This is an optimization exercise on Yosys and OpenROAD, whose aim is small area, a short achievable clock period and few clock cycles per item, not a production implementation.
In this exercise RTL edits were held to simulation tests only and were not proved equivalent to the original.
Power is estimated from default activity; no workload was simulated.

rev 12:
==> module fft16_digit_reverse_buf, before the edit <==
module fft16_digit_reverse_buf #(
    parameter int DATA_W = 32,
    parameter int N      = 16
) (
    input  logic                  clk,
    input  logic                  rst_n,
    input  logic                  in_valid,
    output logic                  in_ready,
    input  logic [DATA_W-1:0]     in_re,
    input  logic [DATA_W-1:0]     in_im,
    output logic                  out_valid,
    input  logic                  out_ready,
    output logic [DATA_W-1:0]     out_re,
    output logic [DATA_W-1:0]     out_im,
    output logic [3:0]            out_idx,
    output logic                  out_last
);
    localparam int NS  = fft16_pkg::NSLOT;
    localparam int PHW = fft16_pkg::PHW;
    localparam int DW  = 2 * DATA_W;
    logic [PHW-1:0] wph_q, rph_q, wph_inc, rph_inc;    
    logic [3:0]     wcnt_q, rcnt_q, wcnt_inc, rcnt_inc;
    logic [NS-1:0]  t_q, t_d;                           
    logic [NS-1:0]  wsel_q, wsel_d, rsel_q, rsel_d;
    logic           fa_q;                               
    logic           avail_q, avail_d;                   
    logic           byp_q, byp_d;                       
    logic           full_q, full_d;
    logic           nq_q, np_q, nq_d, np_d, fa_d;       
    logic           aw, bw, ar, br, awr, bwr;
    logic           out_valid_q, out_valid_d;
    logic [3:0]     out_idx_q;
    logic           out_last_q;
    logic [DW-1:0]  out_q, rd_data;
    logic           wr_fire, can_load, rd_load, in_ready_c;
    assign can_load   = !out_valid_q || out_ready;
    assign in_ready_c = !np_q || (!nq_q && out_ready);
    assign wr_fire    = in_valid && in_ready_c;
    assign rd_load    = can_load && (avail_q || (byp_q && wr_fire));
    assign wcnt_inc = wcnt_q + 4'd1;
    assign rcnt_inc = rcnt_q + 4'd1;
    assign wph_inc  = (wcnt_q != 4'(N - 1)) ? wph_q : (wph_q == PHW'(fft16_pkg::NPH - 1)) ? '0 : wph_q + 1'b1;
    assign rph_inc  = (rcnt_q != 4'(N - 1)) ? rph_q : (rph_q == PHW'(fft16_pkg::NPH - 1)) ? '0 : rph_q + 1'b1;
    always_comb begin
        aw  = fft16_pkg::avail_w(t_q, rcnt_q);
        bw  = fft16_pkg::byp_w(t_q, rcnt_q);
        ar  = fft16_pkg::avail_r(t_q, rcnt_q);
        br  = fft16_pkg::byp_r(t_q, rcnt_q);
        awr = fft16_pkg::avail_wr(t_q, rcnt_q);
        bwr = fft16_pkg::byp_wr(t_q, rcnt_q);
        case ({wr_fire, rd_load})
            2'b10: begin
                t_d     = {t_q[NS-2:0], 1'b1};
                full_d  = t_q[NS-2];
                avail_d = aw;
                byp_d   = bw;
                nq_d    = !(aw || bw);
                np_d    = t_q[NS-2] && ((out_valid_q && !out_ready) || !(aw || bw));
                fa_d    = t_q[NS-2] && aw;
            end
            2'b01: begin
                t_d     = {1'b0, t_q[NS-1:1]};
                full_d  = 1'b0;
                avail_d = ar;
                byp_d   = br;
                nq_d    = !(ar || br);
                np_d    = 1'b0;
                fa_d    = 1'b0;
            end
            2'b11: begin
                t_d     = t_q;
                full_d  = full_q;
                avail_d = awr;
                byp_d   = bwr;
                nq_d    = !(awr || bwr);
                np_d    = full_q;
                fa_d    = full_q && awr;
            end
            default: begin
                t_d     = t_q;
                full_d  = full_q;
                avail_d = avail_q;
                byp_d   = byp_q;
                nq_d    = nq_q;
                np_d    = full_q && ((out_valid_q && !out_ready) || nq_q);
                fa_d    = fa_q;
            end
        endcase
        out_valid_d = can_load ? rd_load : out_valid_q;
        wsel_d = wr_fire ? fft16_pkg::wr_slot_nxt(wph_q, wcnt_q) : fft16_pkg::wr_slot(wph_q, wcnt_q);
        if (full_d) wsel_d = '0;
        rsel_d = rd_load ? fft16_pkg::rd_slot_nxt(rph_q, rcnt_q) : fft16_pkg::rd_slot(rph_q, rcnt_q);
    end
    fft16_bank_ram #(.W(DW), .NS(NS)) u_pool (
        .clk   (clk),
        .wsel  (wsel_q | (rsel_q & {NS{fa_q && can_load}})),
        .wdata ({in_re, in_im}),
        .rsel  (rsel_q),
        .rdata (rd_data)
    );
    always_ff @(posedge clk or negedge rst_n) begin
        if (!rst_n) begin
            wph_q       <= '0;
            wcnt_q      <= '0;
            rph_q       <= '0;
            rcnt_q      <= '0;
            t_q         <= '0;
            wsel_q      <= fft16_pkg::wr_slot('0, '0);
            rsel_q      <= fft16_pkg::rd_slot('0, '0);
            fa_q        <= 1'b0;
            avail_q     <= 1'b0;
            byp_q       <= 1'b1;
            full_q      <= 1'b0;
            nq_q        <= 1'b0;
            np_q        <= 1'b0;
            out_valid_q <= 1'b0;
        end else begin
            t_q         <= t_d;
            wsel_q      <= wsel_d;
            rsel_q      <= rsel_d;
            fa_q        <= fa_d;
            avail_q     <= avail_d;
            byp_q       <= byp_d;
            full_q      <= full_d;
            nq_q        <= nq_d;
            np_q        <= np_d;
            out_valid_q <= out_valid_d;
            if (wr_fire) begin
                wcnt_q <= wcnt_inc;
                wph_q  <= wph_inc;
            end
            if (rd_load) begin
                rcnt_q <= rcnt_inc;
                rph_q  <= rph_inc;
            end
        end
    end
    always_ff @(posedge clk) begin
        if (can_load) begin
            out_q      <= byp_q ? {in_re, in_im} : rd_data;
            out_idx_q  <= fft16_pkg::digit_rev4(rcnt_q);
            out_last_q <= (rcnt_q == 4'(N - 1));
        end
    end
    assign in_ready  = in_ready_c;
    assign out_valid = out_valid_q;
    assign out_re    = out_q[DW-1:DATA_W];
    assign out_im    = out_q[DATA_W-1:0];
    assign out_idx   = out_idx_q;
    assign out_last  = out_last_q;
endmodule
==> flow/config.mk <==
export PLATFORM = sky130hd
export DESIGN_NAME = fft16_digit_reverse_buf
export DESIGN_NICKNAME = fft16_digit_reverse_buf
export VERILOG_FILES = /design/flow/design.v
export SDC_FILE = /design/flow/constraint.sdc
export NUM_CORES = 4
export LEC_CHECK = 0
export CAP_MARGIN = 20
export CORE_MARGIN = 2
export CORE_UTILIZATION = 65
export CTS_CLUSTER_DIAMETER = 100
export CTS_CLUSTER_SIZE = 30
export SETUP_SLACK_MARGIN = 1.8
export SLEW_MARGIN = 20
==> flow/constraint.sdc <==
create_clock -name core_clock -period 4.0 [get_ports {clk}]
set_input_delay 0.8000 -clock core_clock [delete_from_list [all_inputs] [get_ports {clk}]]
set_output_delay 0.8000 -clock core_clock [all_outputs]
set_load 0.01 [all_outputs]
standard.sh (not shown) runs the stock make flow with config.mk's settings and CLKGATE_MAP_FILE= SYNTH_SCRIPT=/design/flow/synth_recipe.tcl, a recipe that flattens the netlist after the stock synthesis.
==> flow/flow/run.sh <==
#!/bin/bash
# The standard layout (the standard.sh: ORFS synthesis to final layout), with one change:
# the input and output port buffers are plain sky130_fd_sc_hd__buf_2 cells instead of the
# delay cells buffer_ports picks by default. Every port still gets its own buffer.
# make's full output goes to standard.log in the work folder; ORFS's per-step logs stay under
# orfs/logs/.
set -euo pipefail
export BUFFER_PORTS_ARGS="-buffer_cell sky130_fd_sc_hd__buf_2"
bash standard.sh finish > standard.log 2>&1
Testbench counts of rev 12, summed over its fixed seeds: cycles 7,347, items 6,144.
For rev 13, these inputs were changed with respect to rev 12:
--- a/flow/design.v
+++ b/flow/design.v
@@ -671,10 +671,8 @@
             wcnt_q      <= '0;
             rph_q       <= '0;
             rcnt_q      <= '0;
             t_q         <= '0;
-            wsel_q      <= fft16_pkg::wr_slot('0, '0);
-            rsel_q      <= fft16_pkg::rd_slot('0, '0);
             fa_q        <= 1'b0;
             avail_q     <= 1'b0;
             byp_q       <= 1'b1;
             full_q      <= 1'b0;
@@ -682,10 +680,8 @@
             np_q        <= 1'b0;
             out_valid_q <= 1'b0;
         end else begin
             t_q         <= t_d;
-            wsel_q      <= wsel_d;
-            rsel_q      <= rsel_d;
             fa_q        <= fa_d;
             avail_q     <= avail_d;
             byp_q       <= byp_d;
             full_q      <= full_d;
@@ -702,8 +698,12 @@
             end
         end
     end
     always_ff @(posedge clk) begin
+        wsel_q <= wsel_d;
+        rsel_q <= rsel_d;
+    end
+    always_ff @(posedge clk) begin
         if (can_load) begin
             out_q      <= byp_q ? {in_re, in_im} : rd_data;
             out_idx_q  <= fft16_pkg::digit_rev4(rcnt_q);
             out_last_q <= (rcnt_q == 4'(N - 1));
## What came out
As far as post-CTS clock slew at the launch and capture registers of the worst setup and hold paths is concerned, rev 12 and rev 13 perform about the same.
Rev 13 has async set or reset register ratio after synthesis below what rev 12 had.
Summary of rev 13 over rev 12: critical path data required time neither gained nor lost much, maximum number of pins on one net before global-route repair picked up an extra 4, part of the total power dissipated in combinational logic lost 1.7 points, multi-input combinational cell count neither gained nor lost much.
The synthesized area of rev 13 and that of rev 12 are within noise of each other.
Relative to rev 12, the first-pass iteration count of the detailed router of rev 13 is lower by 1.
Where time the final worst path needs with I/O delays and setup is concerned, rev 12 is outperformed by rev 13.
Diff rev 12 -> rev 13: final routed wire length divided by cell count saw a decrease; utilization moved down.
Where setup slack is concerned, rev 12 is outperformed by rev 13.
Clock insertion delay at the later pin of the skew report (lower): rev 13
Rev 12 reports its last element of the critical path as nq_q$_DFFE_PN0N_ while rev 13 reports rsel_q[0]$_DFF_P_.
Between rev 13 and rev 12, the proportion of cell area spent on the clock network does not differ in any meaningful way.
Testbench counts of rev 13, summed over its fixed seeds: cycles 7,347, items 6,144.

## port drivers added, routing unchanged
The flow's constraints put no driver on any port. The routed layouts listed below were extracted and timed again, unchanged, in two steps.
Step 1, drivers: a clkbuf_16 drives clk and a buf_2 each remaining input, both assumed.
Step 2 also shifts input and output timing later by t, the mid clock arrival at the registers, as if the neighbouring blocks saw the same clock.
Three values: no drivers, after step 1, after step 2; two values: the first two.
run	t (ns)	setup slack, ns	clock arrival spread, ns	worst register clock-pin slew, ns	cell pins on the clock port's net
rev 12	0.660	1.634 / 1.634 / 1.258	0.045 / 0.044	0.12 / 0.12	1
rev 13	0.644	1.815 / 1.800 / 1.289	0.023 / 0.024	0.11 / 0.11	1
After both steps setup and hold are still met in every run listed. For rev 13, which loses most, drivers alone change the setup slack by -0.015 ns; drivers and shift together by -0.526 ns.
